From an optimization exercise on the open Yosys and OpenROAD flow, aimed at small area, a short achievable clock period and few clock cycles per item; shortcuts taken in it are not production practice.
Where RTL was checked, it was by simulation tests only, not by an equivalence proof against the original.
Power figures rest on the tool's default switching activity, not on a simulated workload.

## try-violet
// record_batch_validator
module record_batch_validator
(
  input  logic               clk,
  input  logic               rst,
  input  logic               in_valid,
  output logic               in_ready,
  input  logic [7:0]         data_byte,
  input  logic               end_of_span,
  input  logic               cfg_write,
  input  logic               cfg_data,
  output logic               out_valid,
  input  logic               out_ready,
  output logic               kind,
  output logic [7:0]         payload_byte,
  output logic [2:0]         status,
  output logic signed [63:0] batch_base,
  output logic [15:0]        attributes,
  output logic signed [63:0] writer_id,
  output logic signed [15:0] writer_epoch,
  output logic signed [31:0] first_seq,
  output logic signed [31:0] rec_count,
  output logic [31:0]        batch_size,
  output logic signed [63:0] final_offset,
  output logic               is_last
);
Settings: LEC_CHECK=0, CAP_MARGIN=20, CORE_MARGIN=2, CORE_UTILIZATION=40, PLACE_DENSITY=0.6, SETUP_SLACK_MARGIN=4.0, SLEW_MARGIN=20; clock period 7.0 ns.
standard.sh (not shown) runs the stock make flow with config.mk's settings and CLKGATE_MAP_FILE= SYNTH_SCRIPT=/design/flow/synth_recipe.tcl, a recipe that flattens the netlist after the stock synthesis.
==> flow/flow/run.sh <==
#!/bin/bash
# Standard layout, except that the port buffers are the small sky130 buffer
# instead of the delay buffer buffer_ports picks by default.
set -uo pipefail
bash standard.sh synth > synth.log 2>&1 || exit 1
export BUFFER_PORTS_ARGS="-buffer_cell sky130_fd_sc_hd__buf_1"
bash standard.sh > layout.log 2>&1
Both conditions hold for try-violet: the flow ran to the end and the final layout passed the timing, design-rule and antenna checks.
Input-level comparison between try-quartz and try-violet:
Settings: ABC_CLOCK_PERIOD_IN_PS newly set to 2800; CORE_UTILIZATION changed from 40 to 60; PLACE_DENSITY changed from 0.6 to 0.75.
==> flow/run.sh (new file) <==
#!/bin/bash
# synth_recipe.tcl (not shown) runs the flow's synth.tcl, then flattens the netlist and writes it again
# the make line also repeats each setting of config.mk as NAME=value (left out here)
make -C /OpenROAD-flow-scripts/flow DESIGN_CONFIG=/design/flow/config.mk WORK_HOME=/design/flow/orfs CLKGATE_MAP_FILE= SYNTH_SCRIPT=/design/flow/synth_recipe.tcl finish
removed: flow/flow/run.sh
removed: flow/standard.sh
==> run summary <==
Depth of the worst register-to-register path: higher on try-quartz
try-quartz -> try-violet: number of stages on the worst setup path delta 0, exact match
Per the comparison of try-quartz with try-violet, synthesis-to-layout area growth grew by 13 points, clock period minus final worst setup slack went up.
Comparing try-quartz against try-violet, there is no change at all in sequential cell count.
Input changes introduced in try-maple (baseline for comparison: try-quartz):
Settings: ABC_CLOCK_PERIOD_IN_PS removed (was 2800); CORE_UTILIZATION changed from 60 to 40; PLACE_DENSITY changed from 0.75 to 0.6.
==> comparison <==
- try-quartz ended up with fewer cell instances than try-maple did.
- Summary of try-maple over try-quartz: sum of routed wire length over all layers dropped 5.2%, clock transition at the registers of the reported paths roughly the same, setup fix buffers added after clock tree synthesis climbed about 33%.
- The higher sequential share of layout area of try-maple and try-quartz is in try-quartz.
- Re x dimension of the die: try-quartz was lower than try-maple.
- try-maple supports a lower top clock frequency than try-quartz.
- Against try-quartz as the reference, try-maple delivers a higher clock-buffer cell count.
- ~same count of multi-input combinational gates in try-maple and try-quartz
No run of this note included a check of the RTL's function; only the layout flow was run.

========
record_batch_validator, a different RTL version from the one above (not shown whole).
Size in the first run: ~1,500 cells after synthesis, about 350 I/O pins, ~19,000 um2 of cells after synthesis.
export LEC_CHECK = 0
export CAP_MARGIN = 20
export CORE_MARGIN = 2
export CORE_UTILIZATION = 40
export CTS_BUF_LIST = sky130_fd_sc_hd__clkbuf_4 sky130_fd_sc_hd__clkbuf_8
export PLACE_DENSITY = 0.6
export SETUP_SLACK_MARGIN = 4.0
export SLEW_MARGIN = 20
create_clock -name core_clock -period 7.0 [get_ports {clk}]
==> flow/flow/run.sh <==
#!/bin/bash
# Standard layout, except that the port buffers are the small sky130 buffer
# instead of the delay buffer buffer_ports picks by default.
set -uo pipefail
bash standard.sh synth > synth.log 2>&1 || exit 1
export BUFFER_PORTS_ARGS="-buffer_cell sky130_fd_sc_hd__buf_1"
bash standard.sh > layout.log 2>&1
The baseline went through all stages and came out clean.
Change:
--- a/flow/config.mk
+++ b/flow/config.mk
@@ -7,0 +8 @@
+export ABC_CLOCK_PERIOD_IN_PS = 2800
@@ -10,3 +11,2 @@
-export CORE_UTILIZATION = 40
-export CTS_BUF_LIST = sky130_fd_sc_hd__clkbuf_4 sky130_fd_sc_hd__clkbuf_8
-export PLACE_DENSITY = 0.6
+export CORE_UTILIZATION = 60
+export PLACE_DENSITY = 0.75
Outcome:
- wire length decreases by 7.0%
- setup slack gains 0.050 ns
- synthesized area is unchanged
- combinational power climbs by 3.1%
- power decreases by 2.5%
- non-clock buffer count rises by 8
- core utilization rises by 24 points
- fmax grows by 1.6%
- worst hold slack is better by 0.0056 ns
- flip-flop and latch count does not change
- count of clock-buffer cells in the layout fell by 57
Function was not checked in any run of this note: the RTL went through the layout flow alone.

========
== oak ==
Another version of the RTL of record_batch_validator (not shown whole).
Size in the first run: about 1,600 cells after synthesis, about 480 flip-flops, ~350 I/O pins.
Settings: LEC_CHECK=0, ABC_CLOCK_PERIOD_IN_PS=2800, CAP_MARGIN=20, CORE_MARGIN=2, CORE_UTILIZATION=60, CTS_BUF_LIST=sky130_fd_sc_hd__clkbuf_8, CTS_CLUSTER_DIAMETER=50, CTS_CLUSTER_SIZE=16, PLACE_DENSITY=0.75, SETUP_SLACK_MARGIN=4.1, SLEW_MARGIN=20; clock period 7.0 ns.
Scripts as last shown in full above: flow/flow/run.sh
Testbench counts of oak, summed over its fixed seeds: cycles 30,292, bytes 30,182.
Relative to oak, the following input files were edited for pine:
- SETUP_SLACK_MARGIN: 4.1 -> 4.0
- CTS_CLUSTER_DIAMETER: 50 -> 60
- CTS_BUF_LIST: sky130_fd_sc_hd__clkbuf_8 -> unset
- CTS_CLUSTER_SIZE: 16 -> 24
--- outcome ---
pine reached the end of the flow, and the finished layout is clean on the timing, design-rule and antenna checks. The maximum clock frequency of pine is lower than that of oak. Endpoint of the most critical setup path = writer_id[29]: oak; endpoint of the most critical setup path = rec_count[12]: pine. Wire length of the first global-routing pass: pine vs oak up 330 µm. The net switching power of pine was inferior to that of oak. Diff oak..pine | maximum number of pins on one net before global-route repair | unchanged. [pine] arrival time at the worst endpoint rose 40 ps relative to oak. Status: post-CTS clock slew at the launch and capture registers of the worst setup and hold paths parity (pine, oak). pine vs oak on total leakage power: pine is the lower one. Standard cell with the maximum stage delay on the critical path = dfxtp_4: oak; standard cell with the maximum stage delay on the critical path = buf_4: pine. Per the comparison of pine with oak, area used by multi-input combinational logic went down; via count saw a decrease.
Input changes introduced in birch (baseline for comparison: pine):
- SETUP_SLACK_MARGIN changed from 4.0 to 4.1
--- outcome ---
From pine to birch the numbers moved as follows: total power divided by cell area rose by 0.93%, total power has increased, multi-input gate share of the layout cell area level, maximum clock frequency increased about 2.6%.
pine vs birch, startpoint of the most critical setup path: h_rc vs h_bb
birch ends up with a data arrival time of the critical path that is 70 ps lower than in pine.
Length in cells of the worst reg-to-reg path, birch and pine: lower on birch
Compared with pine, birch shows fraction of met2 tracks used by global routing lower by 1.4 points.
Routed wire in birch totals less than in pine.
Share of power burned in combinational logic is lower on pine
Here is what was changed in the inputs of maple compared with birch.
- a change of PLACE_DENSITY from 0.75 to 0.65
[summary]
Between maple and birch, the relative contribution of combinational cells to total power does not differ in any meaningful way.
Comparing birch and maple, met1 track demand over resource is higher on maple.
The run showing the greater multi-input combinational cell area is maple.
There was hardly any difference in post-route non-filler standard cell count between birch and maple.
On sequential share of layout area, maple tracks birch almost exactly.
Lower count of buffers added by post-CTS timing repair for setup goes to maple over birch.
Between maple and birch, it is maple whose count of plain and timing-repair buffers in the layout is higher, by 3.
Of maple and birch, it is maple that has the higher routed length on met2.

========
Starting RTL as in the previous note.
// record_batch_validator
module record_batch_validator
(
  input  logic               clk,
  input  logic               rst,
  input  logic               in_valid,
  output logic               in_ready,
  input  logic [7:0]         data_byte,
  input  logic               end_of_span,
  input  logic               cfg_write,
  input  logic               cfg_data,
  output logic               out_valid,
  input  logic               out_ready,
  output logic               kind,
  output logic [7:0]         payload_byte,
  output logic [2:0]         status,
  output logic signed [63:0] batch_base,
  output logic [15:0]        attributes,
  output logic signed [63:0] writer_id,
  output logic signed [15:0] writer_epoch,
  output logic signed [31:0] first_seq,
  output logic signed [31:0] rec_count,
  output logic [31:0]        batch_size,
  output logic signed [63:0] final_offset,
  output logic               is_last
);
export LEC_CHECK = 0
export ABC_CLOCK_PERIOD_IN_PS = 2800
export CAP_MARGIN = 20
export CORE_MARGIN = 2
export CORE_UTILIZATION = 65
export CTS_CLUSTER_DIAMETER = 60
export CTS_CLUSTER_SIZE = 24
export PLACE_DENSITY = 0.8
export SETUP_SLACK_MARGIN = 4.1
export SLEW_MARGIN = 20
create_clock -name core_clock -period 7.0 [get_ports {clk}]
Scripts as last shown in full above: flow/flow/run.sh
Testbench counts at the start, summed over its fixed seeds: cycles 30,292, bytes 30,182.
Then changed:
ABC_CLOCK_PERIOD_IN_PS = 3400   (was 2800)
CORE_UTILIZATION = 60   (was 65)
PLACE_DENSITY = 0.75   (was 0.8)
=> Die area came out higher by 8.1%. Clock skew barely changes. Sequential power hardly moves. First-iteration DRC count came out lower by 1.1%. Register-to-register slack hardly moves. Cell area barely changes. Wire length came out lower by 3.6%. Worst setup slack is better by 0.047 ns. Non-clock buffer count came out lower by 11.
Then changed:
ABC_CLOCK_PERIOD_IN_PS = 2800   (was 3400)
SETUP_SLACK_MARGIN = 4.15   (was 4.1)
- The changed run passed the timing, design-rule and antenna checks
- via count went up by 0.84%
- power increases by 1.3%
- routed wire length came out higher by 5.4%
- hold slack got worse by 0.0074 ns
- worst setup slack got worse by 0.060 ns
- final cell count came out higher by 1.0%
- critical path depth rises by 1
- cell area came out higher by 3.1%
Then changed:
CTS_CLUSTER_DIAMETER = 50   (was 60)
CTS_CLUSTER_SIZE = 20   (was 24)
SETUP_SLACK_MARGIN = 4.1   (was 4.15)
Outcome: The changed run ran to the end with no violations; die area does not change; via count is lower by 1.3%; routed wire length is lower by 4.3%; final area is lower by 2.0%; core utilization is lower by 1.5 points; combinational power is lower by about 1%; total power is higher by 2.5%; cell count is lower by 0.49%; synthesized area is unchanged; worst hold slack is worse by 0.0032 ns.

==> port drivers added, routing unchanged <==
Ports are ideal in the flow. The routed layouts listed here were re-timed in OpenROAD.
Step 1 sets driving cells, clkbuf_16 on the clock port and buf_2 on the other inputs (assumed; they add their load-dependent delay and slew).
Step 2, shift: input delay + t, output delay - t, t = (earliest + latest rising clock arrival at the registers) / 2. This alone moves slack from input paths to output paths.
Three values: no drivers, after step 1, after step 2; two values: the first two.
run	t (ns)	slack for setup (ns)	worst hold slack (ns)
try-violet	0.632	3.768 / 3.710 / 3.418	0.439 / 0.439 / 0.439
try-quartz	0.593	3.709 / 3.658 / 3.397	0.445 / 0.445 / 0.445
try-maple	0.637	3.406 / 3.348 / 3.338	0.440 / 0.440 / 0.440
the first run of note 2	0.699	3.699 / 3.647 / 3.355	0.444 / 0.444 / 0.444
the second run of note 2	0.592	3.750 / 3.697 / 3.531	0.450 / 0.450 / 0.450
oak	0.621	4.095 / 4.046 / 3.589	0.451 / 0.451 / 0.451
pine	0.578	4.058 / 4.002 / 3.582	0.451 / 0.451 / 0.451
birch	0.585	4.132 / 4.074 / 3.647	0.452 / 0.452 / 0.452
maple	0.583	4.112 / 4.056 / 3.589	0.449 / 0.449 / 0.449
the first run of note 4	0.631	4.084 / 4.032 / 3.563	0.439 / 0.439 / 0.439
the second run of note 4	0.585	4.132 / 4.074 / 3.647	0.452 / 0.452 / 0.452
the third run of note 4	0.583	4.071 / 4.018 / 3.619	0.445 / 0.445 / 0.445
the fourth run of note 4	0.595	4.097 / 4.042 / 3.660	0.442 / 0.442 / 0.442
After both steps setup and hold are still met in every run listed. For maple, which loses most, drivers alone change the setup slack by -0.056 ns; drivers and shift together by -0.523 ns.
